This is an optimization exercise on Yosys and OpenROAD, whose aim is small area, a short achievable clock period and few clock cycles per item, not a production implementation.
Only simulation tests tie the RTL to the original design; equivalence was not proved.
Power and IR drop assume default switching activity.

--- flow/flow/run.sh ---
#!/bin/bash
# The standard layout, with the port buffers made from buf_4 cells instead
# of the delay buffers buffer_ports picks by default, and timing repair
# asked to leave a setup margin.
set -euo pipefail
bash standard.sh BUFFER_PORTS_ARGS="-buffer_cell sky130_fd_sc_hd__buf_4" SETUP_SLACK_MARGIN=6.9 finish > standard.log 2>&1
--- flow/design.v ---
`default_nettype none
package nccPkg;
	parameter int FracBits = 5;
	parameter int PipeBits = 68;
endpackage
`default_nettype wire
`timescale 1ns/1ps
`default_nettype none
module logDecode (
	input logic [7:0] mag,
	output logic zero,
	output logic [2:0] exp,
	output logic [nccPkg::FracBits-1:0] frac
);
	logic [3:0] upper4;
	logic [1:0] upper2;
	logic [7:0] justified;
	always_comb begin
		exp[2] = |mag[7:4];
		upper4 = exp[2] ? mag[7:4] : mag[3:0];
		exp[1] = |upper4[3:2];
		upper2 = exp[1] ? upper4[3:2] : upper4[1:0];
		exp[0] = upper2[1];
	end
	assign justified = mag << (3'd7 - exp);
	assign frac = justified[6 -: nccPkg::FracBits];
	assign zero = (mag == 8'd0);
endmodule
`default_nettype wire
`timescale 1ns/1ps
`default_nettype none
module logTap (
	input logic [4:0] frac,
	input logic [3:0] expSum,
	input logic live,
	input logic descNeg,
	output logic [14:0] term,
	output logic neg
);
	logic [20:0] shifted;
	always_comb begin
		shifted = {15'd0, 1'b1, frac} << expSum;
		neg = descNeg && live;
		term = (shifted[19:5] & {15{live}}) ^ {15{neg}};
	end
endmodule
`default_nettype wire
`timescale 1ns/1ps
`default_nettype none
module tapArray (
	input logic clk,
	input logic rst,
	input logic shiftDesc,
	input logic shiftWin,
	input logic decNeg,
	input logic decZero,
	input logic [2:0] decExp,
	input logic [4:0] decFrac,
	input logic pipeLoad,
	output logic [nccPkg::PipeBits-1:0] pipe
);
	localparam int NumTaps = 8;
	localparam int PipeBits = nccPkg::PipeBits;
	logic [7:0] log0;
	logic [NumTaps-2:0][8:0] logStep;
	logic [NumTaps-1:0] dNeg;
	logic [NumTaps-1:0] dZero;
	logic [NumTaps-1:0] wZero;
	logic [NumTaps-1:0][8:0] logSum;
	logic [NumTaps-1:0][8:0] logNext;
	logic [NumTaps-1:0] wZeroNext;
	logic [NumTaps-1:0] negNext;
	logic [3:0] negCountNext;
	logic [3:0] negCount;
	logic [NumTaps-1:0][14:0] terms;
	logic [NumTaps-1:0] negs;
	logic [3:0] negHigh;
	logic [18:0] corr;
	logic [PipeBits-1:0] pipeNext;
	always_ff @(posedge clk or posedge rst) begin
		if (rst) begin
			log0 <= '0;
			logStep <= '0;
			dNeg <= '0;
			dZero <= '0;
		end else if (shiftDesc) begin
			log0 <= {decExp, decFrac};
			logStep <= {logStep[NumTaps-3:0], {1'b0, log0} - {1'b0, decExp, decFrac}};
			dNeg <= {dNeg[NumTaps-2:0], decNeg};
			dZero <= {dZero[NumTaps-2:0], decZero};
		end
	end
	always_comb begin
		wZeroNext = {wZero[NumTaps-2:0], decZero};
		negNext = dNeg & ~dZero & ~wZeroNext;
	end
	popCount8 negPop (.bits(negNext), .count(negCountNext));
	always_comb begin
		logNext[0] = {1'b0, log0} + {1'b0, decExp, decFrac};
		for (int i = 1; i < NumTaps; i++) logNext[i] = logSum[i-1] + logStep[i-1];
	end
	always_ff @(posedge clk) begin
		if (shiftWin) begin
			wZero <= wZeroNext;
			negCount <= negCountNext;
			logSum <= logNext;
		end
	end
	for (genvar i = 0; i < NumTaps; i++) begin : gTap
		logTap tap (.frac(logSum[i][4:0]), .expSum(logSum[i][8:5]),
			.live(!dZero[i] && !wZero[i]), .descNeg(dNeg[i]),
			.term(terms[i]), .neg(negs[i]));
	end
	always_comb begin
		negHigh = 4'd0 - negCount;
		corr = {negHigh, 11'd0, negCount};
	end
	logic s0, c0, s1, c1, s2, c2, s3, c3, s4, c4, s5, c5, s6, c6, s7, c7, s8, c8, s9, c9, s10, c10, s11, c11, s12, c12, s13, c13, s14, c14, s15, c15, s16, c16, s17, c17, s18, c18, s19, c19, s20, c20, s21, c21, s22, c22, s23, c23, s24, c24, s25, c25, s26, c26, s27, c27, s28, c28, s29, c29, s30, c30, s31, c31, s32, c32, s33, c33, s34, c34, s35, c35, s36, c36, s37, c37, s38, c38, s39, c39, s40, c40, s41, c41, s42, c42, s43, c43, s44, c44, s45, c45, s46, c46, s47, c47, s48, c48, s49, c49, s50, c50, s51, c51, s52, c52, s53, c53, s54, c54, s55, c55, s56, c56, s57, c57, s58, c58, s59, c59, s60, c60, s61, c61, s62, c62, s63, c63, s64, c64, s65, c65, s66, c66, s67, c67, s68, c68, s69, c69, s70, c70, s71, c71, s72, c72, s73, c73;
	assign s0 = terms[0][0] ^ terms[1][0] ^ terms[2][0];
	assign c0 = (terms[0][0] & terms[1][0]) | (terms[0][0] & terms[2][0]) | (terms[1][0] & terms[2][0]);
	assign s1 = terms[3][0] ^ terms[4][0];
	assign c1 = terms[3][0] & terms[4][0];
	assign s2 = terms[0][1] ^ terms[1][1] ^ terms[2][1];
	assign c2 = (terms[0][1] & terms[1][1]) | (terms[0][1] & terms[2][1]) | (terms[1][1] & terms[2][1]);
	assign s3 = terms[3][1] ^ terms[4][1] ^ terms[5][1];
	assign c3 = (terms[3][1] & terms[4][1]) | (terms[3][1] & terms[5][1]) | (terms[4][1] & terms[5][1]);
	assign s4 = terms[6][1] ^ terms[7][1];
	assign c4 = terms[6][1] & terms[7][1];
	assign s5 = terms[0][2] ^ terms[1][2] ^ terms[2][2];
	assign c5 = (terms[0][2] & terms[1][2]) | (terms[0][2] & terms[2][2]) | (terms[1][2] & terms[2][2]);
	assign s6 = terms[3][2] ^ terms[4][2] ^ terms[5][2];
	assign c6 = (terms[3][2] & terms[4][2]) | (terms[3][2] & terms[5][2]) | (terms[4][2] & terms[5][2]);
	assign s7 = terms[6][2] ^ terms[7][2] ^ corr[2];
	assign c7 = (terms[6][2] & terms[7][2]) | (terms[6][2] & corr[2]) | (terms[7][2] & corr[2]);
	assign s8 = terms[0][3] ^ terms[1][3] ^ terms[2][3];
	assign c8 = (terms[0][3] & terms[1][3]) | (terms[0][3] & terms[2][3]) | (terms[1][3] & terms[2][3]);
	assign s9 = terms[3][3] ^ terms[4][3] ^ terms[5][3];
	assign c9 = (terms[3][3] & terms[4][3]) | (terms[3][3] & terms[5][3]) | (terms[4][3] & terms[5][3]);
	assign s10 = terms[6][3] ^ terms[7][3] ^ corr[3];
	assign c10 = (terms[6][3] & terms[7][3]) | (terms[6][3] & corr[3]) | (terms[7][3] & corr[3]);
	assign s11 = terms[0][4] ^ terms[1][4] ^ terms[2][4];
	assign c11 = (terms[0][4] & terms[1][4]) | (terms[0][4] & terms[2][4]) | (terms[1][4] & terms[2][4]);
	assign s12 = terms[3][4] ^ terms[4][4] ^ terms[5][4];
	assign c12 = (terms[3][4] & terms[4][4]) | (terms[3][4] & terms[5][4]) | (terms[4][4] & terms[5][4]);
	assign s13 = terms[6][4] ^ terms[7][4];
	assign c13 = terms[6][4] & terms[7][4];
	assign s14 = terms[0][5] ^ terms[1][5] ^ terms[2][5];
	assign c14 = (terms[0][5] & terms[1][5]) | (terms[0][5] & terms[2][5]) | (terms[1][5] & terms[2][5]);
	assign s15 = terms[3][5] ^ terms[4][5] ^ terms[5][5];
	assign c15 = (terms[3][5] & terms[4][5]) | (terms[3][5] & terms[5][5]) | (terms[4][5] & terms[5][5]);
	assign s16 = terms[6][5] ^ terms[7][5];
	assign c16 = terms[6][5] & terms[7][5];
	assign s17 = terms[0][6] ^ terms[1][6] ^ terms[2][6];
	assign c17 = (terms[0][6] & terms[1][6]) | (terms[0][6] & terms[2][6]) | (terms[1][6] & terms[2][6]);
	assign s18 = terms[3][6] ^ terms[4][6] ^ terms[5][6];
	assign c18 = (terms[3][6] & terms[4][6]) | (terms[3][6] & terms[5][6]) | (terms[4][6] & terms[5][6]);
	assign s19 = terms[6][6] ^ terms[7][6];
	assign c19 = terms[6][6] & terms[7][6];
	assign s20 = terms[0][7] ^ terms[1][7] ^ terms[2][7];
	assign c20 = (terms[0][7] & terms[1][7]) | (terms[0][7] & terms[2][7]) | (terms[1][7] & terms[2][7]);
	assign s21 = terms[3][7] ^ terms[4][7] ^ terms[5][7];
	assign c21 = (terms[3][7] & terms[4][7]) | (terms[3][7] & terms[5][7]) | (terms[4][7] & terms[5][7]);
	assign s22 = terms[6][7] ^ terms[7][7];
	assign c22 = terms[6][7] & terms[7][7];
	assign s23 = terms[0][8] ^ terms[1][8] ^ terms[2][8];
	assign c23 = (terms[0][8] & terms[1][8]) | (terms[0][8] & terms[2][8]) | (terms[1][8] & terms[2][8]);
	assign s24 = terms[3][8] ^ terms[4][8] ^ terms[5][8];
	assign c24 = (terms[3][8] & terms[4][8]) | (terms[3][8] & terms[5][8]) | (terms[4][8] & terms[5][8]);
	assign s25 = terms[6][8] ^ terms[7][8];
	assign c25 = terms[6][8] & terms[7][8];
	assign s26 = terms[0][9] ^ terms[1][9] ^ terms[2][9];
	assign c26 = (terms[0][9] & terms[1][9]) | (terms[0][9] & terms[2][9]) | (terms[1][9] & terms[2][9]);
	assign s27 = terms[3][9] ^ terms[4][9] ^ terms[5][9];
	assign c27 = (terms[3][9] & terms[4][9]) | (terms[3][9] & terms[5][9]) | (terms[4][9] & terms[5][9]);
	assign s28 = terms[6][9] ^ terms[7][9];
	assign c28 = terms[6][9] & terms[7][9];
	assign s29 = terms[0][10] ^ terms[1][10] ^ terms[2][10];
	assign c29 = (terms[0][10] & terms[1][10]) | (terms[0][10] & terms[2][10]) | (terms[1][10] & terms[2][10]);
	assign s30 = terms[3][10] ^ terms[4][10] ^ terms[5][10];
	assign c30 = (terms[3][10] & terms[4][10]) | (terms[3][10] & terms[5][10]) | (terms[4][10] & terms[5][10]);
	assign s31 = terms[6][10] ^ terms[7][10];
	assign c31 = terms[6][10] & terms[7][10];
	assign s32 = terms[0][11] ^ terms[1][11] ^ terms[2][11];
	assign c32 = (terms[0][11] & terms[1][11]) | (terms[0][11] & terms[2][11]) | (terms[1][11] & terms[2][11]);
	assign s33 = terms[3][11] ^ terms[4][11] ^ terms[5][11];
	assign c33 = (terms[3][11] & terms[4][11]) | (terms[3][11] & terms[5][11]) | (terms[4][11] & terms[5][11]);
	assign s34 = terms[6][11] ^ terms[7][11];
	assign c34 = terms[6][11] & terms[7][11];
	assign s35 = terms[0][12] ^ terms[1][12] ^ terms[2][12];
	assign c35 = (terms[0][12] & terms[1][12]) | (terms[0][12] & terms[2][12]) | (terms[1][12] & terms[2][12]);
	assign s36 = terms[3][12] ^ terms[4][12] ^ terms[5][12];
	assign c36 = (terms[3][12] & terms[4][12]) | (terms[3][12] & terms[5][12]) | (terms[4][12] & terms[5][12]);
	assign s37 = terms[6][12] ^ terms[7][12];
	assign c37 = terms[6][12] & terms[7][12];
	assign s38 = terms[0][13] ^ terms[1][13] ^ terms[2][13];
	assign c38 = (terms[0][13] & terms[1][13]) | (terms[0][13] & terms[2][13]) | (terms[1][13] & terms[2][13]);
	assign s39 = terms[3][13] ^ terms[4][13] ^ terms[5][13];
	assign c39 = (terms[3][13] & terms[4][13]) | (terms[3][13] & terms[5][13]) | (terms[4][13] & terms[5][13]);
	assign s40 = terms[6][13] ^ terms[7][13];
	assign c40 = terms[6][13] & terms[7][13];
	assign s41 = terms[0][14] ^ terms[1][14] ^ terms[2][14];
	assign c41 = (terms[0][14] & terms[1][14]) | (terms[0][14] & terms[2][14]) | (terms[1][14] & terms[2][14]);
	assign s42 = terms[3][14] ^ terms[4][14] ^ terms[5][14];
	assign c42 = (terms[3][14] & terms[4][14]) | (terms[3][14] & terms[5][14]) | (terms[4][14] & terms[5][14]);
	assign s43 = terms[6][14] ^ terms[7][14];
	assign c43 = terms[6][14] & terms[7][14];
	assign s44 = terms[5][0] ^ terms[6][0] ^ terms[7][0];
	assign c44 = (terms[5][0] & terms[6][0]) | (terms[5][0] & terms[7][0]) | (terms[6][0] & terms[7][0]);
	assign s45 = corr[1] ^ s2 ^ s3;
	assign c45 = (corr[1] & s2) | (corr[1] & s3) | (s2 & s3);
	assign s46 = s4 ^ c0;
	assign c46 = s4 & c0;
	assign s47 = s5 ^ s6 ^ s7;
	assign c47 = (s5 & s6) | (s5 & s7) | (s6 & s7);
	assign s48 = c2 ^ c3 ^ c4;
	assign c48 = (c2 & c3) | (c2 & c4) | (c3 & c4);
	assign s49 = s8 ^ s9 ^ s10;
	assign c49 = (s8 & s9) | (s8 & s10) | (s9 & s10);
	assign s50 = c5 ^ c6 ^ c7;
	assign c50 = (c5 & c6) | (c5 & c7) | (c6 & c7);
	assign s51 = s11 ^ s12 ^ s13;
	assign c51 = (s11 & s12) | (s11 & s13) | (s12 & s13);
	assign s52 = c8 ^ c9 ^ c10;
	assign c52 = (c8 & c9) | (c8 & c10) | (c9 & c10);
	assign s53 = s14 ^ s15 ^ s16;
	assign c53 = (s14 & s15) | (s14 & s16) | (s15 & s16);
	assign s54 = c11 ^ c12 ^ c13;
	assign c54 = (c11 & c12) | (c11 & c13) | (c12 & c13);
	assign s55 = s17 ^ s18 ^ s19;
	assign c55 = (s17 & s18) | (s17 & s19) | (s18 & s19);
	assign s56 = c14 ^ c15 ^ c16;
	assign c56 = (c14 & c15) | (c14 & c16) | (c15 & c16);
	assign s57 = s20 ^ s21 ^ s22;
	assign c57 = (s20 & s21) | (s20 & s22) | (s21 & s22);
	assign s58 = c17 ^ c18 ^ c19;
	assign c58 = (c17 & c18) | (c17 & c19) | (c18 & c19);
	assign s59 = s23 ^ s24 ^ s25;
	assign c59 = (s23 & s24) | (s23 & s25) | (s24 & s25);
	assign s60 = c20 ^ c21 ^ c22;
	assign c60 = (c20 & c21) | (c20 & c22) | (c21 & c22);
	assign s61 = s26 ^ s27 ^ s28;
	assign c61 = (s26 & s27) | (s26 & s28) | (s27 & s28);
	assign s62 = c23 ^ c24 ^ c25;
	assign c62 = (c23 & c24) | (c23 & c25) | (c24 & c25);
	assign s63 = s29 ^ s30 ^ s31;
	assign c63 = (s29 & s30) | (s29 & s31) | (s30 & s31);
	assign s64 = c26 ^ c27 ^ c28;
	assign c64 = (c26 & c27) | (c26 & c28) | (c27 & c28);
	assign s65 = s32 ^ s33 ^ s34;
	assign c65 = (s32 & s33) | (s32 & s34) | (s33 & s34);
	assign s66 = c29 ^ c30 ^ c31;
	assign c66 = (c29 & c30) | (c29 & c31) | (c30 & c31);
	assign s67 = s35 ^ s36 ^ s37;
	assign c67 = (s35 & s36) | (s35 & s37) | (s36 & s37);
	assign s68 = c32 ^ c33 ^ c34;
	assign c68 = (c32 & c33) | (c32 & c34) | (c33 & c34);
	assign s69 = s38 ^ s39 ^ s40;
	assign c69 = (s38 & s39) | (s38 & s40) | (s39 & s40);
	assign s70 = c35 ^ c36 ^ c37;
	assign c70 = (c35 & c36) | (c35 & c37) | (c36 & c37);
	assign s71 = s41 ^ s42 ^ s43;
	assign c71 = (s41 & s42) | (s41 & s43) | (s42 & s43);
	assign s72 = c38 ^ c39 ^ c40;
	assign c72 = (c38 & c39) | (c38 & c40) | (c39 & c40);
	assign s73 = corr[15] ^ c41 ^ c42;
	assign c73 = (corr[15] & c41) | (corr[15] & c42) | (c41 & c42);
	assign pipeNext = {corr[18], corr[17], c73, corr[16], c72, c71, s73, c43, c70, c69, s72, s71, c68, c67, s70, s69, c66, c65, s68, s67, c64, c63, s66, s65, c62, c61, s64, s63, c60, c59, s62, s61, c58, c57, s60, s59, c56, c55, s58, s57, c54, c53, s56, s55, c52, c51, s54, s53, c50, c49, s52, s51, c48, c47, s50, s49, c46, c45, s48, s47, c44, s46, s45, c1, s44, s1, s0, corr[0]};
	always_ff @(posedge clk) begin
		if (pipeLoad) pipe <= pipeNext;
	end
endmodule
`default_nettype wire
`timescale 1ns/1ps
`default_nettype none
module popCount8 (
	input logic [7:0] bits,
	output logic [3:0] count
);
	logic [2:0] s1;
	logic [2:0] c1;
	logic s2;
	logic c2;
	logic s3;
	logic c3;
	logic c4;
	always_comb begin
		s1[0] = bits[0] ^ bits[1] ^ bits[2];
		c1[0] = (bits[0] & bits[1]) | (bits[0] & bits[2]) | (bits[1] & bits[2]);
		s1[1] = bits[3] ^ bits[4] ^ bits[5];
		c1[1] = (bits[3] & bits[4]) | (bits[3] & bits[5]) | (bits[4] & bits[5]);
		s1[2] = bits[6] ^ bits[7];
		c1[2] = bits[6] & bits[7];
		count[0] = s1[0] ^ s1[1] ^ s1[2];
		c2 = (s1[0] & s1[1]) | (s1[0] & s1[2]) | (s1[1] & s1[2]);
		s2 = c1[0] ^ c1[1] ^ c1[2];
		c3 = (c1[0] & c1[1]) | (c1[0] & c1[2]) | (c1[1] & c1[2]);
		count[1] = s2 ^ c2;
		c4 = s2 & c2;
		count[2] = c3 ^ c4;
		count[3] = c3 & c4;
	end
endmodule
`default_nettype wire
`timescale 1ns/1ps
`default_nettype none
module scoreResult (
	input logic clk,
	input logic rst,
	input logic advance,
	input logic [nccPkg::PipeBits-1:0] pipe,
	input logic sumValid,
	output logic [19:0] score,
	output logic scoreValid
);
	logic [18:0] rowA;
	logic [18:0] rowB;
	logic [18:0] sum;
	logic [18:0] scoreQ;
	logic s74, c74, s75, c75, s76, c76, s77, c77, s78, c78, s79, c79, s80, c80, s81, c81, s82, c82, s83, c83, s84, c84, s85, c85, s86, c86, s87, c87, s88, c88, s89, c89, s90, c90, s91, c91, s92, c92, s93, c93, s94, c94, s95, c95, s96, c96, s97, c97, s98, c98, s99, c99, s100, c100, s101, c101, s102, c102, s103, c103, s104, c104, s105, c105, s106, c106;
	assign s74 = pipe[0] ^ pipe[1];
	assign c74 = pipe[0] & pipe[1];
	assign s75 = pipe[4] ^ pipe[5] ^ pipe[6];
	assign c75 = (pipe[4] & pipe[5]) | (pipe[4] & pipe[6]) | (pipe[5] & pipe[6]);
	assign s76 = pipe[8] ^ pipe[9] ^ pipe[10];
	assign c76 = (pipe[8] & pipe[9]) | (pipe[8] & pipe[10]) | (pipe[9] & pipe[10]);
	assign s77 = pipe[12] ^ pipe[13] ^ pipe[14];
	assign c77 = (pipe[12] & pipe[13]) | (pipe[12] & pipe[14]) | (pipe[13] & pipe[14]);
	assign s78 = pipe[16] ^ pipe[17] ^ pipe[18];
	assign c78 = (pipe[16] & pipe[17]) | (pipe[16] & pipe[18]) | (pipe[17] & pipe[18]);
	assign s79 = pipe[20] ^ pipe[21] ^ pipe[22];
	assign c79 = (pipe[20] & pipe[21]) | (pipe[20] & pipe[22]) | (pipe[21] & pipe[22]);
	assign s80 = pipe[24] ^ pipe[25] ^ pipe[26];
	assign c80 = (pipe[24] & pipe[25]) | (pipe[24] & pipe[26]) | (pipe[25] & pipe[26]);
	assign s81 = pipe[28] ^ pipe[29] ^ pipe[30];
	assign c81 = (pipe[28] & pipe[29]) | (pipe[28] & pipe[30]) | (pipe[29] & pipe[30]);
	assign s82 = pipe[32] ^ pipe[33] ^ pipe[34];
	assign c82 = (pipe[32] & pipe[33]) | (pipe[32] & pipe[34]) | (pipe[33] & pipe[34]);
	assign s83 = pipe[36] ^ pipe[37] ^ pipe[38];
	assign c83 = (pipe[36] & pipe[37]) | (pipe[36] & pipe[38]) | (pipe[37] & pipe[38]);
	assign s84 = pipe[40] ^ pipe[41] ^ pipe[42];
	assign c84 = (pipe[40] & pipe[41]) | (pipe[40] & pipe[42]) | (pipe[41] & pipe[42]);
	assign s85 = pipe[44] ^ pipe[45] ^ pipe[46];
	assign c85 = (pipe[44] & pipe[45]) | (pipe[44] & pipe[46]) | (pipe[45] & pipe[46]);
	assign s86 = pipe[48] ^ pipe[49] ^ pipe[50];
	assign c86 = (pipe[48] & pipe[49]) | (pipe[48] & pipe[50]) | (pipe[49] & pipe[50]);
	assign s87 = pipe[52] ^ pipe[53] ^ pipe[54];
	assign c87 = (pipe[52] & pipe[53]) | (pipe[52] & pipe[54]) | (pipe[53] & pipe[54]);
	assign s88 = pipe[56] ^ pipe[57] ^ pipe[58];
	assign c88 = (pipe[56] & pipe[57]) | (pipe[56] & pipe[58]) | (pipe[57] & pipe[58]);
	assign s89 = pipe[60] ^ pipe[61] ^ pipe[62];
	assign c89 = (pipe[60] & pipe[61]) | (pipe[60] & pipe[62]) | (pipe[61] & pipe[62]);
	assign s90 = pipe[2] ^ pipe[3];
	assign c90 = pipe[2] & pipe[3];
	assign s91 = pipe[7] ^ s75 ^ c74;
	assign c91 = (pipe[7] & s75) | (pipe[7] & c74) | (s75 & c74);
	assign s92 = pipe[11] ^ s76 ^ c75;
	assign c92 = (pipe[11] & s76) | (pipe[11] & c75) | (s76 & c75);
	assign s93 = pipe[15] ^ s77 ^ c76;
	assign c93 = (pipe[15] & s77) | (pipe[15] & c76) | (s77 & c76);
	assign s94 = pipe[19] ^ s78 ^ c77;
	assign c94 = (pipe[19] & s78) | (pipe[19] & c77) | (s78 & c77);
	assign s95 = pipe[23] ^ s79 ^ c78;
	assign c95 = (pipe[23] & s79) | (pipe[23] & c78) | (s79 & c78);
	assign s96 = pipe[27] ^ s80 ^ c79;
	assign c96 = (pipe[27] & s80) | (pipe[27] & c79) | (s80 & c79);
	assign s97 = pipe[31] ^ s81 ^ c80;
	assign c97 = (pipe[31] & s81) | (pipe[31] & c80) | (s81 & c80);
	assign s98 = pipe[35] ^ s82 ^ c81;
	assign c98 = (pipe[35] & s82) | (pipe[35] & c81) | (s82 & c81);
	assign s99 = pipe[39] ^ s83 ^ c82;
	assign c99 = (pipe[39] & s83) | (pipe[39] & c82) | (s83 & c82);
	assign s100 = pipe[43] ^ s84 ^ c83;
	assign c100 = (pipe[43] & s84) | (pipe[43] & c83) | (s84 & c83);
	assign s101 = pipe[47] ^ s85 ^ c84;
	assign c101 = (pipe[47] & s85) | (pipe[47] & c84) | (s85 & c84);
	assign s102 = pipe[51] ^ s86 ^ c85;
	assign c102 = (pipe[51] & s86) | (pipe[51] & c85) | (s86 & c85);
	assign s103 = pipe[55] ^ s87 ^ c86;
	assign c103 = (pipe[55] & s87) | (pipe[55] & c86) | (s87 & c86);
	assign s104 = pipe[59] ^ s88 ^ c87;
	assign c104 = (pipe[59] & s88) | (pipe[59] & c87) | (s88 & c87);
	assign s105 = pipe[63] ^ s89 ^ c88;
	assign c105 = (pipe[63] & s89) | (pipe[63] & c88) | (s89 & c88);
	assign s106 = pipe[64] ^ pipe[65] ^ c89;
	assign c106 = (pipe[64] & pipe[65]) | (pipe[64] & c89) | (pipe[65] & c89);
	assign rowA = {pipe[67], pipe[66], s106, s105, s104, s103, s102, s101, s100, s99, s98, s97, s96, s95, s94, s93, s92, s91, s74};
	assign rowB = {1'b0, c106, c105, c104, c103, c102, c101, c100, c99, c98, c97, c96, c95, c94, c93, c92, c91, c90, s90};
	assign sum = rowA + rowB;
	always_ff @(posedge clk) begin
		if (advance) scoreQ <= sum;
	end
	assign score = {scoreQ[18], scoreQ};
	always_ff @(posedge clk or posedge rst) begin
		if (rst) begin
			scoreValid <= 1'b0;
		end else if (advance) begin
			scoreValid <= sumValid;
		end
	end
endmodule
`default_nettype wire
`timescale 1ns/1ps
`default_nettype none
module nccLogTop (
	input logic clk,
	input logic rst,
	input logic [8:0] inBeat,
	input logic inValid,
	output logic inReady,
	output logic signed [19:0] score,
	output logic scoreValid,
	input logic scoreReady
);
	logic advance;
	logic [8:0] beatQ;
	logic beatValid;
	logic [8:0] skidBeat;
	logic skidValid;
	logic inStall;
	logic beatLoad;
	logic beatZero;
	logic [2:0] beatExp;
	logic [4:0] beatFrac;
	logic [3:0] fill;
	logic chainScore;
	logic pipeScore;
	logic descBeat;
	logic winBeat;
	logic shiftDesc;
	logic shiftWin;
	logic [nccPkg::PipeBits-1:0] pipe;
	assign advance = !scoreValid || scoreReady;
	assign beatLoad = advance || !beatValid;
	always_ff @(posedge clk) begin
		if (beatLoad) beatQ <= skidValid ? skidBeat : inBeat;
		if (!skidValid) skidBeat <= inBeat;
	end
	always_ff @(posedge clk or posedge rst) begin
		if (rst) begin
			beatValid <= 1'b0;
			skidValid <= 1'b0;
		end else if (beatLoad) begin
			beatValid <= skidValid || inValid;
			skidValid <= 1'b0;
		end else if (inValid && !skidValid) begin
			skidValid <= 1'b1;
		end
	end
	always_ff @(posedge clk or posedge rst) begin
		if (rst) begin
			inStall <= 1'b0;
		end else if (beatLoad) begin
			inStall <= 1'b0;
		end else if (inValid) begin
			inStall <= 1'b1;
		end
	end
	assign inReady = !inStall;
	logDecode decode (
		.mag(beatQ[8] ? {1'b0, beatQ[6:0]} : beatQ[7:0]),
		.zero(beatZero), .exp(beatExp), .frac(beatFrac));
	assign descBeat = beatValid && beatQ[8];
	assign winBeat = beatValid && !beatQ[8];
	assign shiftDesc = advance && descBeat;
	assign shiftWin = advance && winBeat;
	always_ff @(posedge clk or posedge rst) begin
		if (rst) begin
			fill <= '0;
			chainScore <= 1'b0;
			pipeScore <= 1'b0;
		end else if (advance) begin
			chainScore <= winBeat && (fill >= 4'd7);
			pipeScore <= chainScore;
			if (descBeat) begin
				fill <= '0;
			end else if (winBeat && fill != 4'd8) begin
				fill <= fill + 1'b1;
			end
		end
	end
	tapArray taps (.clk, .rst, .shiftDesc, .shiftWin, .decNeg(beatQ[7]), .decZero(beatZero),
		.decExp(beatExp), .decFrac(beatFrac), .pipeLoad(advance), .pipe);
	scoreResult result (.clk, .rst, .advance, .pipe, .sumValid(pipeScore),
		.score, .scoreValid);
endmodule
`default_nettype wire
--- flow/config.mk ---
export PLATFORM = sky130hd
export DESIGN_NAME = nccLogTop
export DESIGN_NICKNAME = nccLogTop
export VERILOG_FILES = /design/flow/design.v
export SDC_FILE = /design/flow/constraint.sdc
export NUM_CORES = 4
export LEC_CHECK = 0
export ABC_AREA = 1
export CAP_MARGIN = 20
export CORE_MARGIN = 2
export CORE_UTILIZATION = 60
export PLACE_DENSITY = 0.75
export SLEW_MARGIN = 20
--- flow/standard.sh ---
#!/bin/bash
# synth_recipe.tcl (not shown) runs the flow's synth.tcl, then flattens the netlist and writes it again
# the make line also repeats each setting of config.mk as NAME=value (left out here)
make -C /OpenROAD-flow-scripts/flow DESIGN_CONFIG=/design/flow/config.mk WORK_HOME=/design/flow/orfs CLKGATE_MAP_FILE= SYNTH_SCRIPT=/design/flow/synth_recipe.tcl "${@:-finish}"
--- flow/constraint.sdc ---
create_clock -name core_clock -period 10.0 [get_ports {clk}]
set_input_delay 2.0000 -clock core_clock [delete_from_list [all_inputs] [get_ports {clk}]]
set_output_delay 2.0000 -clock core_clock [all_outputs]
set_load 0.01 [all_outputs]
==> results of run 1 <==
-- logic make-up (layout without fill, tap and decap cells) --
logic type	Yosys count	in the layout	synth area share, %
multiplexers	4	4	0.202
buffers and inverters	392	476	7.69
XOR/XNOR	144	144	6.36
flip-flops	286	286	40.4
adder cells (fa/ha/maj)	217	217	17.7
AND/OR/NAND/NOR	825	826	17.0
AO/OA/AOI/OAI	392	392	10.7
-- what timing repair did --
action	CTS	global route
pin swaps	5	13
cloned	1	1
buffers inserted	10	24
resized for setup	36	97
endpoints found under the setup margin	152	149
-- registers in the layout (all words and copies together) (netlist names) --
register and count:
beatQ 9, beatValid 1, chainScore 1, fill 4
inStall 1, pipeScore 1, result.scoreQ 19, result.scoreValid 1
skidBeat 9, skidValid 1, taps.dNeg 8, taps.dZero 8
taps.log0 8, taps.logStep 63, taps.logSum 72, taps.negCount 4
taps.pipe 68, taps.wZero 8
-- how the worst min path moves through the flow --
stage / startpoint / endpoint / slack (ps) / cells after the start
finish: skidBeat[8] / skidBeat[8] / 450 / 2
global route: skidBeat[0] / skidBeat[0] / 480 / 2
CTS: skidBeat[8] / skidBeat[8] / 460 / 2
detailed placement: skidBeat[8] / skidBeat[8] / 440 / 2
global placement: skidBeat[1] / skidBeat[1] / 430 / 2
floorplan: skidBeat[0] / skidBeat[0] / 420 / 2
-- worst min-delay path, cell delays in order (launching register included) --
cell and delay, ps:
dfxtp_1 310, nand2_1 50, nand2_1 70
-- Yosys cell counts, drive strengths merged, types with 2 or more instances --
cell / n
nand3: 59
o21ai: 202
clkbuf: 22
clkinv: 8
o22ai: 23
a21oi: 119
xor2: 115
nor2: 165
nor4: 2
edfxtp: 180
inv: 334
a31oi: 16
and2: 2
dfxtp: 9
o31ai: 3
buf: 28
nor3: 21
o21bai: 4
nand3b: 4
o221ai: 2
or2: 3
nand4: 25
a221oi: 4
a21o: 2
xnor2: 29
mux2i: 4
fa: 105
ha: 112
nand2: 544
dfrtp: 97
o211ai: 15
-- cell type report --
type                            count  share of cell area [%]
Multi-Input combinational cell   1583                    47.6
Sequential cell                   286                    35.8
Inverter                          342                    5.86
Clock buffer                       31                    3.47
Timing Repair Buffer               76                    3.35
Tap cell                          442                    2.47
Clock inverter                     27                    1.48
-- routing by layer --
layer  routed length, um  vias up  track usage, %
li1                    -     7495               -
met1               20800     7345            38.0
met2               24400      476            49.8
met3                2150      111            2.70
met4                1900        0            9.10
met5                   0        -               0
-- power groups by stage --
stage	clock network, mW	logic, mW	registers, mW
after floorplan	0	3.08	2.11
after global placement	0	4.04	2.24
after global routing	1.29	5.21	2.28
after CTS	1.24	4.29	2.23
final	1.23	4.64	2.23
after detailed placement	0	4.18	2.25
==> out/metrics.cfg, run 1 <==
[global_route]
grt_pass1_wl_mm=76.5
grt_max_degree=104
grt.total_usage_pct=28.6
first_global_vias=14347
overflow=0
antenna_found_initial=0

[setup_path]
ff2ff_setup_slack_ps=6930
arrival_ps=1130
cp_num_buf_inv=1
startpoint_type=flip-flop
crit_chain=buf_6
crit_start=result.scoreQ[18]
cp_num_cells=1
cp_slowest_cell=edfxtp_1
setup.worst_path.class=reg -> out
slowest_delay_ps=420
critPathCaptureType=output pin
r2r-start=taps.logSum[41]
crit_family=flip-flops
endpoint=score[19]
required_ps=8000
path_max_fanout=2
rr_endpoint=taps.pipe[40]
reg2reg_depth=11

[sta]
rsz0062_at_grt=true
skew_ps=31.7
worst_slack_ps=6870
maxSlewViolCount=0
whs_ps=453
setup_viol=0
maxSlewHeadroom_pct=50.0
fin_tns_setup_ps=0
max_clock_freq_mhz=319
hold_violations=0
worst_pin_slew_ps=749
min_period_over_period_pct=31.3
finalCriticalPeriod_ps=3130

[layout]
multi_input_area_mm2=0.0106
final_util_pct=68.8
final_nets=2550
seq_area_mm2=0.00801
final_common_cell=nand2_1
instances_no_fill=2787
synthToLayoutAreaGrowth_pct=12.8
fill_cells=2609
diodes=0
postLayoutCellArea_mm2=0.0224
drive_gt1_share_pct=9.64
mostFrequentLayoutCells=nand2_1, inv_1, edfxtp_1

[floorplanning]
core_mm2=0.0325
die_y_um=186
initial_utilization_pct=61.0
die_w_um=186
row_count=66
ioPinCount=35
die_area_mm2=0.0345

[yosys]
synth_cells=2260
avgSynthCellArea_um2=8.78
ys_seq_area_share_pct=40.4
async_flop_share_pct=33.9
syn_area_mm2=0.0198
synthTopCellsByArea=edfxtp_1, dfrtp_1, fa_1, nand2_1, ha_1
ys_types=49
yosysTopAreaCell=edfxtp_1
synth_seq_cells=286
synth_edf_count=180
yosys.area.top_type_share_pct=27.2
synth_warnings=6
synth_flop_cell=edfxtp_1
synth_nets=2490

[detailed_routing]
wl_per_cell_um=17.7
vias=15427
drcViolationCount=0
routed_wl_mm=49.3
ant_nets=0
dr.first_iter.drc_count=1322
drt-pass1-iter-count=6
viasPerCell=5.54

[clocking]
ctsHoldBuffers=0
cts.sinks=286
h-tree-depth=1
cts-buffers-inserted=31
tritoncts=yes
root_buffer=clkbuf_16
cts.path.max_buffers=3
clock_latency_ps=590
clk_pin_slew_ps=60

[placed_design]
routabilityCongestion=0.963
dp_cells=2691
io_buffers=34
dp_slack_ps=5540
dpl_cell_area_mm2=0.0205
hpwlAfterDp_mm=37.3

[min_path]
hold_class=reg -> reg

[power]
p_switching_mw=3.64
p_total_mw=8.10
power.density_mw_per_mm2=362
seqPwrFrac_pct=27.6
comb_power_share_pct=57.3
p_sw_share_pct=45.0
irDropWorstVdd_mv=0.278
power_leakage_nw=10.6
power_frac_clock_pct=15.1
power.internal_mw=4.46

[outcome]
status=complete, no violations

[run]
maxCapViolCount=0

Testbench counts, summed over its fixed seeds: cycles 3,360, items 2,848.
==> inputs of run 2 (changes only) <==
--- a/flow/config.mk
+++ b/flow/config.mk
@@ -9,5 +9,4 @@
 export CAP_MARGIN = 20
 export CORE_MARGIN = 2
-export CORE_UTILIZATION = 60
-export PLACE_DENSITY = 0.75
+export CORE_UTILIZATION = 50
 export SLEW_MARGIN = 20
==> run 2 against run 1 <==
Net effect:
- clock-buffer cell count rose by 16
- sequential share of layout area fell by 0.050 points
- synthesized cell count did not move
- clock skew fell by 7.0 ps
- die area rose by 20%
- critical path depth rose by 3
- largest cell class unchanged
==> out/metrics.cfg, run 2 <==
[detailed_routing]
dr.first_iter.drc_count=1034  ; -22%
viasPerCell=5.22  ; -5.7%
vias=15022  ; -2.6%
drt-pass1-iter-count=5  ; -1
wl_per_cell_um=17.1  ; -3.1%
drcViolationCount=0  ; unchanged
routed_wl_mm=49.3  ; about the same
ant_nets=0  ; unchanged

[yosys]
yosysMostFrequentCell=nand2_1
ys_types=49  ; unchanged
avgSynthCellArea_um2=8.78  ; unchanged
yosys.area.top_type_share_pct=27.2  ; unchanged
synth_cells=2260  ; unchanged
synth_warnings=6  ; unchanged
synth_common_cells=nand2_1, inv_1, o21ai_0
async_flop_share_pct=33.9  ; unchanged
ys_seq_area_share_pct=40.4  ; unchanged
synth_seq_cells=286  ; unchanged
yosysTopAreaCell=edfxtp_1
syn_area_mm2=0.0198  ; unchanged
synth_edf_count=180  ; unchanged
synth_flop_cell=edfxtp_1
synth_nets=2490  ; unchanged
synthTopCellsByArea=edfxtp_1, dfrtp_1, fa_1, nand2_1, ha_1

[floorplanning]
core_mm2=0.0389  ; +20%
die_w_um=203  ; +9.3%
ioPinCount=35  ; unchanged
initial_utilization_pct=51.0  ; -10 points
die_y_um=203  ; +9.3%
die_area_mm2=0.0413  ; +20%
row_count=72  ; +9.1%

[placed_design]
dp_cells=2767  ; +2.8%
io_buffers=34  ; unchanged
dp_slack_ps=5770  ; +230 ps
hpwlAfterDp_mm=37.7  ; +1.1%
routabilityCongestion=0.934  ; -3.0%
dpl_cell_area_mm2=0.0206  ; +0.46%

[layout]
synthToLayoutAreaGrowth_pct=13.0
mostFrequentLayoutCells=nand2_1, inv_1, edfxtp_1
final_common_cell=nand2_1
diodes=0  ; unchanged
seq_area_mm2=0.00801  ; about the same
final_nets=2564  ; +0.55%
top_register=taps.logSum
fill_cells=3441  ; +32%
multi_input_area_mm2=0.0106  ; -0.46%
instances_no_fill=2877  ; +3.2%
largest_reg_flops=72  ; unchanged
postLayoutCellArea_mm2=0.0224  ; +0.16%
reg_top3=taps.logSum (72), taps.pipe (68), taps.logStep (63)
final_util_pct=57.6  ; -11 points
drive_gt1_share_pct=10.0  ; +0.41 points

[global_route]
overflow=0  ; unchanged
grt_pass1_wl_mm=78.9  ; +3.1%
first_global_vias=14588  ; +1.7%
grt_max_degree=76  ; -27%
grt.total_usage_pct=24.5  ; -4.1 points
antenna_found_initial=0  ; unchanged

[setup_path]
ff2ff_setup_slack_ps=6900  ; -30 ps
r2r-start=taps.logSum[50]
path_max_fanout=48  ; +46
critPathCaptureType=flip-flop
setup.worst_path.class=in -> reg
reg2reg_depth=9  ; -2
startpoint_type=input port
arrival_ps=3320  ; +2190 ps
required_ps=10200  ; +2200 ps
rr_endpoint=taps.pipe[36]

[sta]
maxSlewHeadroom_pct=51.1  ; +1.1 points
worst_slack_ps=6870  ; +5.59 ps
worst_pin_slew_ps=733  ; -16.2 ps
setup_viol=0  ; unchanged
min_period_over_period_pct=31.3  ; -0.056 points
fin_tns_setup_ps=0  ; unchanged
maxSlewViolCount=0  ; unchanged
skew_ps=24.7  ; -7.01 ps
hold_violations=0  ; unchanged
max_clock_freq_mhz=320  ; +0.18%
finalCriticalPeriod_ps=3130  ; -5.59 ps
rsz0062_at_grt=true

[min_path]
hold_depth=2  ; unchanged
worstHoldStart=skidBeat[8]
min_to=skidBeat[8]
hold_class=reg -> reg

[clocking]
h-tree-depth=2  ; +1
root_buffer=clkbuf_16
clk_pin_slew_ps=60  ; about the same
ctsHoldBuffers=0  ; unchanged
cts.sinks=286  ; unchanged
tritoncts=yes
cts.path.max_buffers=3  ; unchanged
clock_latency_ps=540  ; -50 ps
cts-buffers-inserted=35  ; +13%

[power]
power.density_mw_per_mm2=354  ; -2.1%
irDropWorstVdd_mv=0.168  ; -39%
power_leakage_nw=10.6  ; +0.27%

[outcome]
status=complete, no violations

[run]
maxCapViolCount=0  ; unchanged

[run 2: cell types whose count changed in the layout (fill, tap and decap cells not counted), moves of 5 or more]
cell	delta
buf_4	+29
buf_6	-16
clkbuf_1	+5
clkbuf_16	+6
ha_1	+5
ha_4	-5
o21ai_0	-7
o21ai_1	+11
[run 2: final cells by class]
| cell class | instances | share of cell area (%) |
|---|---|---|
| clock buffers | 47 | 4.57 |
| clock inverters | 15 | 0.675 |
| inverters | 342 | 5.80 |
| multi-input cells | 1584 | 47.3 |
| flip-flops and latches | 286 | 35.7 |
| well taps | 518 | 2.89 |
| repair buffers | 84 | 3.00 |
| repair inverters | 1 | 0.0335 |
[run 2: worst max-delay path, cell delays in order]
cell	delay [ps]
buf_4	120
nor2_4	120
clkinvlp_4	490
buf_4	550
[run 2: metrics by stage]
| stage | power [mW] | hold slack (ps) |
|---|---|---|
| finish | 7.94 | 449 |
| global route | 8.65 | 467 |
| CTS | 7.77 | 453 |
| detailed placement | 6.40 | 436 |
| global placement | 6.33 | 431 |
| floorplan | 5.19 | 418 |
[run 2: layer usage]
layer / share of wire, % / vias to the layer above / wire (um) / GRT usage [%]
met5: 0 / - / 0 / 0
met4: 3.1 / 0 / 1550 / 8.55
met3: 4.6 / 85 / 2260 / 3.34
met2: 48 / 364 / 23700 / 41.2
met1: 44 / 7053 / 21800 / 32.6
li1: - / 7520 / - / -
[run 2: cell families (layout without fill, tap and decap cells)]
family / count (synthesis) / in the layout / share of synthesized area, %
flops: 286 / 286 / 40.4
buf+inv: 392 / 489 / 7.69
compound gates: 392 / 392 / 10.7
mux: 4 / 4 / 0.202
xor+xnor: 144 / 144 / 6.36
fa+ha+maj: 217 / 217 / 17.7
simple gates: 825 / 827 / 17.0
[run 2: worst max path at each step]
stage          cells after the start                 to  startpoint
6_report                           4      taps.pipe[21]  scoreReady
5_1_grt                            4      taps.pipe[34]  scoreReady
4_1_cts                            5   taps.negCount[2]  scoreReady
3_5_place_dp                       4      taps.pipe[22]  scoreReady
3_3_place_gp                       4  result.scoreQ[11]  scoreReady
2_1_floorplan                      7            fill[3]  scoreReady
[run 2: what timing repair did]
item	CTS	global route
resized for setup	25	92
setup endpoints to repair	250	214
pin swaps	4	13
setup buffers	13	32
gates cloned	3	0
[run 2: report_power, final]
group	switching [mW]	internal, mW	total, mW
Clock	0.515	0.776	1.29
Sequential	0.300	1.91	2.21
Combinational	2.73	1.71	4.44
Total	3.54	4.40	7.94
==> inputs of run 3 (changes only) <==
--- a/flow/config.mk
+++ b/flow/config.mk
@@ -9,4 +9,5 @@
 export CAP_MARGIN = 20
 export CORE_MARGIN = 2
-export CORE_UTILIZATION = 50
+export CORE_UTILIZATION = 60
 export SLEW_MARGIN = 20
+export TNS_END_PERCENT = 0
==> run 3 against run 2 <==
Net effect:
- area after synthesis did not move
- final cell count fell by 3.9%
- via count up 0.36%
- critical path depth up 4
- critical endpoint is now taps.negCount[2]
==> out/metrics.cfg, run 3 <==
[layout]
fill_cells=2737  ; -20%
largest_reg_flops=72  ; unchanged
diodes=0  ; unchanged
synthToLayoutAreaGrowth_pct=9.62
drive_gt1_share_pct=6.46  ; -3.6 points
final_nets=2528  ; -1.4%
reg_top3=taps.logSum (72), taps.pipe (68), taps.logStep (63)
top_register=taps.logSum
mostFrequentLayoutCells=nand2_1, inv_1, o21ai_0
final_common_cell=nand2_1

[yosys]
synth_cells=2260  ; unchanged
ys_types=49  ; unchanged
yosys.area.top_type_share_pct=27.2  ; unchanged
synth_common_cells=nand2_1, inv_1, o21ai_0
synth_warnings=6  ; unchanged
synth_flop_cell=edfxtp_1
synth_edf_count=180  ; unchanged
synth_seq_cells=286  ; unchanged
avgSynthCellArea_um2=8.78  ; unchanged
synthTopCellsByArea=edfxtp_1, dfrtp_1, fa_1, nand2_1, ha_1
synth_nets=2490  ; unchanged
yosysTopAreaCell=edfxtp_1
ys_seq_area_share_pct=40.4  ; unchanged
yosysMostFrequentCell=nand2_1
syn_area_mm2=0.0198  ; unchanged
async_flop_share_pct=33.9  ; unchanged

[floorplanning]
ioPinCount=35  ; unchanged
row_count=66  ; -8.3%
die_w_um=186  ; -8.5%
die_area_mm2=0.0345  ; -16%
die_y_um=186  ; -8.5%
initial_utilization_pct=61.0  ; +10 points
core_mm2=0.0325  ; -16%

[clocking]
ctsHoldBuffers=0  ; unchanged
clk_pin_slew_ps=60  ; about the same
cts-buffers-inserted=31  ; -11%
tritoncts=yes
cts.path.max_buffers=3  ; unchanged
cts.sinks=286  ; unchanged
clock_latency_ps=580  ; +40 ps
root_buffer=clkbuf_16
h-tree-depth=1  ; -1

[global_route]
overflow=0  ; unchanged
antenna_found_initial=0  ; unchanged
grt_pass1_wl_mm=75.0  ; -4.9%
grt_max_degree=87  ; +14%
first_global_vias=14496  ; -0.63%
grt.total_usage_pct=28.1  ; +3.6 points

[min_path]
hold_class=reg -> reg
hold_depth=2  ; unchanged
worstHoldStart=skidBeat[2]
min_to=skidBeat[2]

[sta]
finalCriticalPeriod_ps=3170  ; +40.5 ps
min_period_over_period_pct=31.7  ; +0.41 points
rsz0062_at_grt=true
whs_ps=450  ; +1.35 ps
maxSlewHeadroom_pct=41.9  ; -9.2 points
fin_tns_setup_ps=0  ; unchanged
worst_pin_slew_ps=871  ; +138 ps
setup_viol=0  ; unchanged
hold_violations=0  ; unchanged
max_clock_freq_mhz=316  ; -1.3%
skew_ps=19.3  ; -5.42 ps
maxSlewViolCount=0  ; unchanged

[placed_design]
routabilityCongestion=0.943  ; +1.0%
io_buffers=34  ; unchanged
hpwlAfterDp_mm=37.4  ; -0.82%

[setup_path]
path_max_fanout=7  ; -85%
required_ps=10310  ; +110 ps
critPathCaptureType=flip-flop
rr_endpoint=taps.negCount[2]
startpoint_type=flip-flop
ff2ff_setup_slack_ps=6830  ; -70 ps
crit_start=beatQ[4]
reg2reg_depth=8  ; -1
arrival_ps=3480  ; +160 ps
setup.worst_path.class=reg -> reg
r2r-start=beatQ[4]

[detailed_routing]
dr.first_iter.drc_count=1152  ; +11%
viasPerCell=5.45  ; +4.4%
wl_per_cell_um=17.1  ; about the same
vias=15076  ; +0.36%
ant_nets=0  ; unchanged
routed_wl_mm=47.4  ; -3.9%
drt-pass1-iter-count=6  ; +1
drcViolationCount=0  ; unchanged

[power]
seqPwrFrac_pct=29.1  ; +1.2 points
power_leakage_nw=10.4  ; -2.1%
comb_power_share_pct=55.3  ; -0.6 points
power.density_mw_per_mm2=351  ; -1.0%
p_sw_share_pct=44.7  ; about the same
power.internal_mw=4.22  ; -4.0%
power_frac_clock_pct=15.6  ; -0.6 points
p_switching_mw=3.41  ; -3.9%
irDropWorstVdd_mv=0.210  ; +25%

[outcome]
status=complete, no violations

[run]
maxCapViolCount=0  ; unchanged

run 3: cell count changes in the layout (fill, tap and decap cells not counted), sizes merged, moves of 2 or more:
cell / before / now
bufinv: 2 / 4
clkbuf: 47 / 38
buf: 83 / 54
clkinv: 14 / 19
clkinvlp: 8 / 3
inv: 334 / 336
run 3: stage by stage:
step                      cell area [um^2]  power, mW  worst slack (ps)  instances  utilization, %
after floorplan                      19900       5.19              5880       2260               -
after global placement               20500       6.30              5590       2692            62.9
after detailed placement             20500       6.41              5530       2692            62.9
after CTS                            21600       7.63              6700       2751            66.3
after global routing                 21700       8.31              6700       2765            66.8
final                                21700       7.63              6830       2765            66.8
run 3: critical path: stages (launching register included):
cell	delay, ps
edfxtp_1	460
nor2_2	140
nand3_1	320
nor4_4	320
nor3_1	150
fa_1	520
fa_1	500
ha_1	210
ha_1	280
run 3: worst max path at each step:
stage                       endpoint  slack (ps)  cells after the start
finish              taps.negCount[2]        6830                      8
global route                 fill[3]        6700                      9
global placement             fill[3]        5590                      9
CTS                          fill[3]        6700                      9
detailed placement           fill[3]        5530                      9
floorplan                    fill[3]        5880                      7
run 3: layout make-up:
cell class	instances	area, um^2	share of cell area, %
inverters	342	1300	5.98
repair buffers	54	433	1.99
multi-input cells	1583	10400	47.7
flip-flops and latches	286	8010	36.8
clock inverters	20	223	1.02
clock buffers	38	843	3.88
well taps	442	553	2.54
run 3: repair_timing:
| item | 4_1_cts | 5_1_grt |
|---|---|---|
| pin swaps | 1 | 1 |
| gates cloned | 1 | 0 |
| setup endpoints to repair | 242 | 185 |
| setup buffers | 0 | 13 |
| resized for setup | 6 | 16 |
run 3: power groups by stage:
| stage | Combinational [mW] | Sequential [mW] | Clock [mW] |
|---|---|---|---|
| final | 4.22 | 2.22 | 1.19 |
| after global routing | 4.79 | 2.27 | 1.26 |
| after CTS | 4.19 | 2.22 | 1.22 |
| after detailed placement | 4.17 | 2.24 | 0 |
| after global placement | 4.06 | 2.24 | 0 |
| after floorplan | 3.08 | 2.11 | 0 |
run 3: per-layer routing:
layer  GRT usage, %  vias to the layer above  part of all wire, %
met5              0                        -                    0
met3           3.68                       96                  5.1
li1               -                     7440                    -
met2           47.1                      403                   47
met1           37.3                     7137                   43
met4           10.7                        0                  4.3
run 3: cells by family (layout without fill, tap and decap cells):
logic type	Yosys count	in the layout	share of synthesized area, %
and+or+nand+nor	825	826	17.0
AOI/OAI and AO/OA	392	392	10.7
buffers and inverters	392	454	7.69
DFF	286	286	40.4
adders and majority gates	217	217	17.7
xor gates and xnor gates	144	144	6.36
muxes	4	4	0.202
==> inputs of run 4 (changes only) <==
--- a/flow/config.mk
+++ b/flow/config.mk
@@ -11,3 +11,3 @@
 export CORE_UTILIZATION = 60
 export SLEW_MARGIN = 20
-export TNS_END_PERCENT = 0
+export TNS_END_PERCENT = 20
==> run 4 against run 3 <==
Net effect:
- synthesized cell count unchanged
- via count grew 1.6%
- core utilization rose by 1.2 points
- global-route usage rose by 0.67 points
- critical endpoint is now taps.logSum[3]
- die area did not move
- final cell count increased by 0.54%
- total power grew 5.9%
==> out/metrics.cfg, run 4 <==
[sta]
max_clock_freq_mhz=325  ; +3.0%
worst_pin_slew_ps=1090  ; +215 ps
maxSlewHeadroom_pct=27.6  ; -14 points
rsz0062_at_grt=true
skew_ps=22.3  ; +2.99 ps
worst_slack_ps=6930  ; +91.2 ps
min_period_over_period_pct=30.7  ; -0.91 points
finalCriticalPeriod_ps=3070  ; -91.2 ps
maxSlewViolCount=0  ; unchanged
hold_violations=0  ; unchanged
fin_tns_setup_ps=0  ; unchanged
setup_viol=0  ; unchanged

[layout]
reg_top3=taps.logSum (72), taps.pipe (68), taps.logStep (63)
final_common_cell=nand2_1
final_nets=2543  ; +0.59%
drive_gt1_share_pct=8.77  ; +2.3 points
synthToLayoutAreaGrowth_pct=11.6
diodes=0  ; unchanged
top_register=taps.logSum
mostFrequentLayoutCells=nand2_1, inv_1, o21ai_0
largest_reg_flops=72  ; unchanged

[placed_design]
io_buffers=34  ; unchanged
routabilityCongestion=0.946  ; +0.29%
dp_slack_ps=6230  ; +697 ps
hpwlAfterDp_mm=37.9  ; +1.4%

[clocking]
clk_pin_slew_ps=50  ; about the same
root_buffer=clkbuf_16
cts-buffers-inserted=34  ; +9.7%
cts.path.max_buffers=3  ; unchanged
tritoncts=yes
clock_latency_ps=520  ; -60 ps
h-tree-depth=2  ; +1
cts.sinks=286  ; unchanged
ctsHoldBuffers=0  ; unchanged

[yosys]
ys_seq_area_share_pct=40.4  ; unchanged
yosys.area.top_type_share_pct=27.2  ; unchanged
synth_warnings=6  ; unchanged
async_flop_share_pct=33.9  ; unchanged
synth_seq_cells=286  ; unchanged
synth_cells=2260  ; unchanged
synth_nets=2490  ; unchanged
synthTopCellsByArea=edfxtp_1, dfrtp_1, fa_1, nand2_1, ha_1
syn_area_mm2=0.0198  ; unchanged
synth_common_cells=nand2_1, inv_1, o21ai_0
synth_edf_count=180  ; unchanged
yosysMostFrequentCell=nand2_1
ys_types=49  ; unchanged
synth_flop_cell=edfxtp_1
avgSynthCellArea_um2=8.78  ; unchanged
yosysTopAreaCell=edfxtp_1

[setup_path]
startpoint_type=input port
rr_endpoint=taps.pipe[56]
r2r-start=taps.dZero[5]
setup.worst_path.class=in -> reg
arrival_ps=3230  ; -250 ps
critPathCaptureType=flip-flop
required_ps=10160  ; -150 ps
path_max_fanout=43  ; +36
ff2ff_setup_slack_ps=6960  ; +130 ps
reg2reg_depth=10  ; +2

[floorplanning]
row_count=66  ; unchanged
die_w_um=186  ; unchanged
core_mm2=0.0325  ; unchanged
die_area_mm2=0.0345  ; unchanged
initial_utilization_pct=61.0  ; unchanged
die_y_um=186  ; unchanged
ioPinCount=35  ; unchanged

[outcome]
status=complete, no violations

[min_path]
hold_class=reg -> reg
worstHoldStart=skidBeat[2]
min_to=skidBeat[2]
hold_depth=2  ; unchanged

[global_route]
grt.total_usage_pct=28.8  ; +0.67 points
antenna_found_initial=0  ; unchanged
first_global_vias=14475  ; -0.14%
grt_max_degree=103  ; +18%
overflow=0  ; unchanged
grt_pass1_wl_mm=76.3  ; +1.6%

[detailed_routing]
drt-pass1-iter-count=7  ; +1
drcViolationCount=0  ; unchanged
ant_nets=0  ; unchanged
routed_wl_mm=49.0  ; +3.5%
vias=15322  ; +1.6%
wl_per_cell_um=17.6  ; +2.9%
viasPerCell=5.51  ; +1.1%
dr.first_iter.drc_count=1220  ; +5.9%

[power]
power.density_mw_per_mm2=365  ; +4.0%
power_leakage_nw=10.5  ; +1.3%
irDropWorstVdd_mv=0.227  ; +8.2%

[run]
maxCapViolCount=0  ; unchanged

==> run 4: cell counts after synthesis <==
Identical to the previous run, type by type.
==> run 4: critical path, cell delays in order <==
cell	delay, ps
buf_4	90
nor2_4	60
nor2_4	120
buf_4	490
buf_6	440
==> run 4: layout make-up <==
type / count / area [um^2]
Clock inverter: 11 / 161
Sequential cell: 286 / 8010
Multi-Input combinational cell: 1582 / 10600
Tap cell: 442 / 553
Clock buffer: 50 / 993
Fill cell: 2693 / 10400
Inverter: 342 / 1300
Timing Repair Buffer: 67 / 527
==> run 4: through the flow <==
step	hold WS, ps	instance area, um^2	cells	total power [mW]	util [%]
after floorplan	418	19900	2260	5.19	-
after global placement	428	20500	2693	6.35	63.0
after detailed placement	437	20500	2693	6.44	63.0
after CTS	453	21700	2756	7.82	66.7
after global routing	477	22200	2780	8.71	68.1
final	450	22200	2780	8.08	68.1
==> run 4: cells by family (layout without fill, tap and decap cells) <==
logic type | after synthesis | after routing | synth area share (%)
simple gates | 825 | 825 | 17.0
compound gates | 392 | 392 | 10.7
buf+inv | 392 | 470 | 7.69
flops | 286 | 286 | 40.4
fa+ha+maj | 217 | 217 | 17.7
xor+xnor | 144 | 144 | 6.36
mux | 4 | 4 | 0.202
==> run 4: worst max path at each step <==
stage | start | to | slack [ps] | cells past startpoint
2_1_floorplan | scoreReady | fill[3] | 5890 | 7
3_3_place_gp | scoreReady | fill[3] | 6260 | 9
5_1_grt | taps.logSum[42] | taps.pipe[5] | 6810 | 9
6_report | scoreReady | taps.logSum[3] | 6930 | 5
4_1_cts | scoreReady | fill[3] | 6750 | 9
3_5_place_dp | scoreReady | taps.logSum[3] | 6230 | 5
==> run 4: routing by layer <==
layer / up-vias / wire length (um) / track usage [%]
met3: 79 / 2720 / 3.68
met4: 0 / 1510 / 8.94
met2: 473 / 23500 / 48.1
met1: 7300 / 21300 / 39.2
li1: 7470 / - / -
met5: - / 0 / 0
==> run 4: power breakdown <==
part / internal, mW / switching, mW
Sequential: 1.91 / 0.307
Combinational: 1.79 / 2.79
Clock: 0.793 / 0.491
==> run 4: timing repair <==
item,4_1_cts,5_1_grt
setup buffers,2,24
gates resized for setup,8,77
pin swaps,3,13
setup endpoints to repair,82,253
==> inputs of run 5 (changes only) <==
--- a/flow/config.mk
+++ b/flow/config.mk
@@ -10,4 +10,4 @@
 export CORE_MARGIN = 2
 export CORE_UTILIZATION = 60
+export CTS_BUF_LIST = sky130_fd_sc_hd__clkbuf_4 sky130_fd_sc_hd__clkbuf_16
 export SLEW_MARGIN = 20
-export TNS_END_PERCENT = 20
==> run 5 against run 4 <==
Net effect:
- sequential power is essentially flat
- global-route usage fell by 0.43 points
- fmax up 0.75%
- clock skew is 7.2 ps lower
- final cell count grew 0.76%
- synthesized cell count stayed put
- area after synthesis unchanged
- die area stayed put
- critical path type is now reg -> out
- critical endpoint is now inReady
- largest power group unchanged
==> out/metrics.cfg, run 5 <==
[sta]
whs_ps=450  ; -0.338 ps
worst_pin_slew_ps=781  ; -306 ps
hold_violations=0  ; unchanged
setup_viol=0  ; unchanged
finalCriticalPeriod_ps=3050  ; -22.8 ps
min_period_over_period_pct=30.5  ; -0.23 points
maxSlewHeadroom_pct=47.9  ; +20 points
max_clock_freq_mhz=328  ; +0.75%
fin_tns_setup_ps=0  ; unchanged
maxSlewViolCount=0  ; unchanged
rsz0062_at_grt=true
skew_ps=15.1  ; -7.17 ps

[yosys]
ys_types=49  ; unchanged
async_flop_share_pct=33.9  ; unchanged
synth_edf_count=180  ; unchanged
yosysTopAreaCell=edfxtp_1
synth_nets=2490  ; unchanged
yosys.area.top_type_share_pct=27.2  ; unchanged
synth_flop_cell=edfxtp_1
yosysMostFrequentCell=nand2_1
synthTopCellsByArea=edfxtp_1, dfrtp_1, fa_1, nand2_1, ha_1
syn_area_mm2=0.0198  ; unchanged
synth_cells=2260  ; unchanged
ys_seq_area_share_pct=40.4  ; unchanged
avgSynthCellArea_um2=8.78  ; unchanged
synth_common_cells=nand2_1, inv_1, o21ai_0
synth_warnings=6  ; unchanged
synth_seq_cells=286  ; unchanged

[placed_design]
routabilityCongestion=0.926  ; -2.1%
hpwlAfterDp_mm=37.1  ; -2.2%
io_buffers=34  ; unchanged

[clocking]
clock_latency_ps=510  ; about the same
clk_pin_slew_ps=50  ; about the same
ctsHoldBuffers=0  ; unchanged
cts-buffers-inserted=34  ; unchanged
cts.path.max_buffers=3  ; unchanged
h-tree-depth=2  ; unchanged
tritoncts=yes
cts.sinks=286  ; unchanged
root_buffer=clkbuf_16

[layout]
reg_top3=taps.logSum (72), taps.pipe (68), taps.logStep (63)
top_register=taps.logSum
largest_reg_flops=72  ; unchanged
synthToLayoutAreaGrowth_pct=12.9
final_common_cell=nand2_1
fill_cells=2627  ; -2.5%
final_nets=2564  ; +0.83%
drive_gt1_share_pct=10.9  ; +2.1 points
diodes=0  ; unchanged
final_util_pct=68.9  ; +0.77 points
mostFrequentLayoutCells=nand2_1, inv_1, edfxtp_1

[power]
seqPwrFrac_pct=27.7  ; +0.2 points
power_leakage_nw=10.6  ; +0.65%
power.density_mw_per_mm2=358  ; -1.9%
irDropWorstVdd_mv=0.228  ; +0.49%
p_sw_share_pct=44.8  ; +0.38 points
power.internal_mw=4.43  ; -1.5%
p_switching_mw=3.59  ; about the same
power_frac_clock_pct=15.0  ; -0.9 points
comb_power_share_pct=57.3  ; +0.7 points

[global_route]
overflow=0  ; unchanged
first_global_vias=14554  ; +0.55%
grt_max_degree=103  ; unchanged
grt.total_usage_pct=28.3  ; -0.43 points
antenna_found_initial=0  ; unchanged
grt_pass1_wl_mm=75.3  ; -1.2%

[setup_path]
ff2ff_setup_slack_ps=6970  ; about the same
reg2reg_depth=17  ; +7
r2r-start=beatQ[4]
setup.worst_path.class=reg -> out
arrival_ps=1050  ; -2180 ps
rr_endpoint=taps.logSum[8]
required_ps=8000  ; -2160 ps
path_max_fanout=2  ; -95%
cp_num_buf_inv=2  ; -1
crit_family=flip-flops
slowest_delay_ps=380  ; -110 ps
startpoint_type=flip-flop
cp_slowest_cell=dfrtp_1
critPathCaptureType=output pin
crit_chain=inv_2 -> buf_4

[floorplanning]
core_mm2=0.0325  ; unchanged
die_y_um=186  ; unchanged
row_count=66  ; unchanged
initial_utilization_pct=61.0  ; unchanged
ioPinCount=35  ; unchanged
die_w_um=186  ; unchanged
die_area_mm2=0.0345  ; unchanged

[detailed_routing]
wl_per_cell_um=17.4  ; -1.2%
routed_wl_mm=48.8  ; -0.47%
drcViolationCount=0  ; unchanged
ant_nets=0  ; unchanged
drt-pass1-iter-count=5  ; -2
viasPerCell=5.46  ; -0.90%
dr.first_iter.drc_count=1014  ; -17%
vias=15299  ; -0.15%

[min_path]
hold_depth=2  ; unchanged
hold_class=reg -> reg
worstHoldStart=skidBeat[4]
min_to=skidBeat[4]

[outcome]
status=complete, no violations

[run]
maxCapViolCount=0  ; unchanged

[run 5: stage by stage]
step	power, mW	cells	worst slack (ps)	area [um^2]
floorplan	5.19	2260	5890	19900
global placement	6.30	2692	6300	20500
detailed placement	6.41	2692	6270	20500
CTS	7.70	2759	6730	21700
global route	8.69	2801	6780	22400
finish	8.02	2801	6950	22400
[run 5: tightest hold or removal path, cell delays in order (launching register included)]
cell and delay, ps:
dfxtp_1 300, nand2_1 50, nand2_1 70
[run 5: how the worst max path moves through the flow]
stage	depth (start not counted)	start	endpoint	slack (ps)
3_3_place_gp	5	scoreReady	taps.logSum[3]	6300
4_1_cts	8	beatQ[4]	taps.negCount[2]	6730
2_1_floorplan	7	scoreReady	fill[3]	5890
5_1_grt	21	beatQ[4]	taps.logStep[6]	6780
3_5_place_dp	5	scoreReady	taps.logSum[5]	6270
6_report	2	inStall	inReady	6950
[run 5: area by class of cell]
cell class | count | area [um^2] | area share (%)
multi-input combinational | 1582 | 10700 | 48.0
sequential | 286 | 8010 | 35.8
inverter | 342 | 1320 | 5.88
clock buffer | 45 | 968 | 4.32
timing repair buffer | 88 | 687 | 3.07
tap | 442 | 553 | 2.47
clock inverter | 16 | 120 | 0.536
[run 5: cells by family after synthesis]
kind of cell             Yosys count  share of synthesized area [%]
XOR/XNOR                         144                           6.36
flip-flops                       286                           40.4
AO/OA/AOI/OAI                    392                           10.7
adder cells (fa/ha/maj)          217                           17.7
AND/OR/NAND/NOR                  825                           17.0
buffers and inverters            392                           7.69
multiplexers                       4                          0.202
[run 5: timing repair]
item / CTS / global route
setup endpoints to repair: 74 / 140
setup buffers: 6 / 41
resized for setup: 16 / 111
gates cloned: 0 / 0
pin swaps: 3 / 31
[run 5: power by group through the flow]
stage          Clock [mW]  Sequential, mW  Combinational (mW)
2_1_floorplan           0            2.11                3.08
5_1_grt              1.27            2.26                5.17
3_5_place_dp            0            2.24                4.17
3_3_place_gp            0            2.23                4.06
6_report             1.20            2.22                4.60
4_1_cts              1.22            2.22                4.27
[run 5: per-layer routing]
metal	GRT usage, %	vias to the layer above	wire length, um
li1	-	7519	-
met1	36.3	7296	20500
met2	50.1	391	24500
met3	2.99	93	2140
met4	9.83	0	1670
met5	0	-	0

-- afterwards: timing with drivers on the ports --
How much do the figures lean on ideal ports? The routed layouts below were timed once more, with nothing changed but the port constraints.
Step 1, drivers: a clkbuf_16 drives clk and a buf_2 each remaining input, both assumed.
Step 2 moves the port delays by t, midway between the first and last clock arrival at a register: inputs arrive t later, outputs are due t later. That takes back most of the time a late clock gives input paths.
a / b / c = ideal ports / drivers / drivers and shift; a / b = the first two.
run | shift t [ns] | setup slack, ns | worst register clock-pin slew, ns
run 1 | 0.624 | 6.869 / 6.819 / 6.399 | 0.07 / 0.07
run 2 | 0.580 | 6.875 / 6.865 / 6.322 | 0.06 / 0.06
run 3 | 0.622 | 6.834 / 6.830 / 6.259 | 0.07 / 0.07
run 4 | 0.558 | 6.925 / 6.896 / 6.393 | 0.06 / 0.06
run 5 | 0.557 | 6.948 / 6.895 / 6.500 | 0.06 / 0.06
After both steps every run listed still meets setup and hold. For run 3, which loses most, drivers alone change the setup slack by -0.004 ns; drivers and shift together by -0.575 ns.
